Context: an optimization exercise on an open-source flow, tuned for small area. The choices shown serve that exercise and are no tape-out recipe.
Where RTL was checked, it was by simulation tests only, not by an equivalence proof against the original.
No activity file was given, so power comes from the tool's default toggle rates.

==> flow/design.v (excerpt) <==
module udp_echo_top (
    input  logic        clk,
    input  logic        reset,
    input  logic        miso,
    output logic        sck,
    output logic        mosi,
    output logic        ssel_n,
    input  logic [63:0] tx_data,
    output logic [63:0] rx_data,
    output logic        pkg_timeout
);
Size in the first run: roughly 910 cells after synthesis, ~10000 um2 of cells after synthesis.
clock: 5.0 ns
lec_check: 0
cap_margin: 0
core_margin: 2
core_utilization: 40
slew_margin: 0
standard.sh (not shown) runs the stock make flow with config.mk's settings and CLKGATE_MAP_FILE= SYNTH_SCRIPT=/design/flow/synth_recipe.tcl, a recipe that flattens the netlist after the stock synthesis.
==> flow/flow/run.sh <==
#!/bin/bash
# Own layout flow: the standard flow (standard.sh) with an area-oriented ABC
# script, a clock tree without dummy loads, and small port buffers.
set -euo pipefail
WORK=$(pwd)
# A copy of ORFS's scripts whose only change is the ABC mapping script
rm -rf "$WORK/scripts_mod"
cp -r "$FLOW_HOME/scripts" "$WORK/scripts_mod"
cp "$WORK/flow/abc.script" "$WORK/scripts_mod/abc_speed.script"
export SCRIPTS_DIR="$WORK/scripts_mod"
export CTS_ARGS="-sink_clustering_enable -repair_clock_nets -dont_use_dummy_load -buf_list sky130_fd_sc_hd__clkbuf_8 -sink_clustering_size 12 -sink_clustering_max_diameter 60"
export BUFFER_PORTS_ARGS="-buffer_cell sky130_fd_sc_hd__buf_1"
bash standard.sh > "$WORK/standard_flow.log" 2>&1
==> flow/flow/abc.script <==
strash
&get -n
&fraig -x
&put
scorr
dc2
strash
&get -n
&deepsyn -T 60
&dch -f
&nf -R 1000
&put
Rerun with:
==> flow/flow/abc.script (replaced) <==
strash
&get -n
&fraig -x
&put
scorr
dc2
strash
&get -n
&dch -f
&nf -R 1000
&put
- CAP_MARGIN: 0 -> 20
- SLEW_MARGIN: 0 -> 20
The new run finished clean.
Maximum frequency came out lower by 3.6%.
Die area climbs by 3.7%.
Area after synthesis goes up by 3.8%.
Critical path depth rose by 2.
Clock-buffer cell count falls by 1.
Final area rises by 3.4%.
Cell count rises by 19%.
Clock skew is higher by 0.0040 ns.
Rerun with:
--- a/flow/flow/run.sh
+++ b/flow/flow/run.sh
@@ -9,5 +9,5 @@
 cp "$WORK/flow/abc.script" "$WORK/scripts_mod/abc_speed.script"
 export SCRIPTS_DIR="$WORK/scripts_mod"
-export CTS_ARGS="-sink_clustering_enable -repair_clock_nets -dont_use_dummy_load -buf_list sky130_fd_sc_hd__clkbuf_8 -sink_clustering_size 12 -sink_clustering_max_diameter 60"
+export CTS_ARGS="-sink_clustering_enable -repair_clock_nets -dont_use_dummy_load -buf_list sky130_fd_sc_hd__clkbuf_8 -sink_clustering_size 16 -sink_clustering_max_diameter 80"
 export BUFFER_PORTS_ARGS="-buffer_cell sky130_fd_sc_hd__buf_1"
 bash standard.sh > "$WORK/standard_flow.log" 2>&1
==> flow/flow/abc.script (replaced) <==
strash
&get -n
&fraig -x
&put
scorr
dc2
strash
&get -n
&deepsyn -T 60
&dch -f
&nf -R 1000
&put
The changed run completed without violations.
Clock-buffer cell count is lower by 5.
First-iteration DRC count is lower by a few percent.
Global-route usage stays flat.
Core utilization is lower by 0.19 points.
Function was not checked in any run of this note: the RTL went through the layout flow alone.

========
Another version of the RTL of udp_echo_top (not shown whole).
Size in the first run: ~930 cells after synthesis, about 140 I/O pins.
Design udp_echo_top, start of the top module:
module udp_echo_top (
    input  logic        clk,
    input  logic        reset,
    input  logic        miso,
    output logic        sck,
    output logic        mosi,
    output logic        ssel_n,
    input  logic [63:0] tx_data,
    output logic [63:0] rx_data,
    output logic        pkg_timeout
);
    localparam logic [31:0] msg_id = 32'h7469_7277;
    localparam logic [3:0] s_init = 4'd0, s_idle = 4'd2, s_rsr = 4'd3,
        s_pull = 4'd4, s_rd_lo = 4'd5, s_rd_hi = 4'd6, s_recv = 4'd7, s_dest = 4'd8,
        s_push = 4'd9, s_wr_lo = 4'd10, s_wr_hi = 4'd11, s_send = 4'd12,
        s_rd_lo_g = 4'd13, s_rd_hi_g = 4'd14, s_recv_g = 4'd15;
  ...
clock: 5.0 ns
lec_check: 0
cap_margin: 20
core_margin: 2
core_utilization: 55
place_density: 0.65
slew_margin: 20
==> flow/flow/run.sh <==
#!/bin/bash
# Own layout flow: the standard flow (standard.sh) with an area-oriented ABC
# script, a clock tree without dummy loads, and small port buffers.
set -euo pipefail
WORK=$(pwd)
# A copy of ORFS's scripts whose only change is the ABC mapping script
rm -rf "$WORK/scripts_mod"
cp -r "$FLOW_HOME/scripts" "$WORK/scripts_mod"
cp "$WORK/flow/abc.script" "$WORK/scripts_mod/abc_speed.script"
export SCRIPTS_DIR="$WORK/scripts_mod"
export CTS_ARGS="-sink_clustering_enable -repair_clock_nets -dont_use_dummy_load -buf_list sky130_fd_sc_hd__clkbuf_8 -sink_clustering_size 14 -sink_clustering_max_diameter 70"
export BUFFER_PORTS_ARGS="-buffer_cell sky130_fd_sc_hd__buf_1"
export SKIP_REPAIR_TIE_FANOUT=1
bash standard.sh > "$WORK/standard_flow.log" 2>&1
==> flow/flow/README.md <==
Own flow: bench's standard flow (standard.sh, standard synthesis and layout) with
- an area-oriented ABC script (abc.script) in place of ORFS's abc_speed.script,
- clock tree synthesis without dummy loads, with clkbuf_8 clusters,
- port buffers of sky130_fd_sc_hd__buf_1 (every input and output still gets one),
- a single tie cell for the constant outputs (SKIP_REPAIR_TIE_FANOUT).
make's output goes to standard_flow.log; each ORFS step logs under orfs/logs/.
==> flow/flow/abc.script <==
strash
&get -n
&fraig -x
&put
scorr
dc2
strash
&get -n
&deepsyn -T 60
&dch -f
&nf -R 1000
&put
Next try:
Settings changed: CORE_UTILIZATION 55 to 70, PLACE_DENSITY 0.65 to 0.8, SETUP_SLACK_MARGIN set to 0.15.
After rerunning:
- synthesized cell count stays the same
- setup slack gets worse by 52 ps
- final cell count drops by 3.7%
- via count is higher by 6.8%
- area after synthesis does not change
Next try:
Settings changed: CORE_UTILIZATION 70 to 40, PLACE_DENSITY 0.8 to unset, SETUP_SLACK_MARGIN 0.15 to unset.
=> Non-clock buffer count goes up by 8; global-route usage went down by 14 points; synthesized area stays the same; first-iteration DRC count decreases by 42%; register-to-register slack gains 50 ps; die area increases by 72%; wire length went up by 2.6%; via count drops by 5.4%; worst setup slack improves by 91 ps; clock power rose by 3.6%.
Next try:
Settings changed: CORE_UTILIZATION 40 to 65, PLACE_DENSITY set to 0.75.
Routed wire length went down by 8.4%.
Total power is about the same.
Register-to-register slack gets worse by 20 ps.
Global-route usage grows by 9.7 points.
Cell area drops by 2.6%.
Fmax drops by 1.2%.
Die area is lower by 38%.
Non-clock buffer count went down by 15.
Sequential power stays flat.
Next try:
Settings changed: CORE_UTILIZATION 65 to 75, PLACE_DENSITY 0.75 to 0.85, SETUP_SLACK_MARGIN set to 0.15.
Area after synthesis does not change.
Die area goes down by 13%.
Final cell count fell by 1.1%.
Clock-buffer cell count goes down by 1.
Setup slack gets better by 46 ps.
Total power goes up by 1.2%.
Hold slack improved by 5.0 ps.
Clock power fell by about 1%.
Cell area went down by 0.42%.
Synthesized cell count is unchanged.
Next try:
Settings changed: SETUP_SLACK_MARGIN 0.15 to unset.
The new run finished with timing, DRC and antenna clean.
Design area is about the same.
Hold slack is about the same.
Count of clock-buffer cells in the layout does not change.
Critical path depth went down by 2.
Worst setup slack loses 39 ps.

[re-timing with driven ports]
The results above use ideal ports. As a check the final layouts listed here were re-extracted and re-timed, cells and wires unchanged. Step 1: set_driving_cell puts a clkbuf_16 on clk and a buf_2 on each other input, an assumption about the parent block. Step 2 times the ports against the registers' clock, not the clock port: input delays grow and output delays shrink by t, the midpoint of the rising clock arrivals with the driver on. Slacks: ideal ports / drivers / drivers and shift; pairs: ideal ports / drivers.
run	t (ns)	setup slack, ns	worst setup path at the end	worst data-port slew with drivers (ns)
the first run of note 1	0.577	0.381 / 0.334 / 0.911	register to output	0.06
the second run of note 1	0.580	0.209 / 0.163 / 0.742	register to output	0.07
the third run of note 1	0.562	0.291 / 0.243 / 0.805	register to output	0.05
the first run of note 2	0.534	0.225 / 0.186 / 0.721	register to output	0.05
the second run of note 2	0.550	0.173 / 0.131 / 0.681	register to output	0.05
the third run of note 2	0.558	0.264 / 0.218 / 0.776	register to output	0.05
the fourth run of note 2	0.543	0.204 / 0.165 / 0.709	register to output	0.06
the fifth run of note 2	0.556	0.250 / 0.208 / 0.764	register to output	0.06
the sixth run of note 2	0.556	0.211 / 0.169 / 0.726	register to output	0.05
After both steps setup and hold are still met in every run listed.
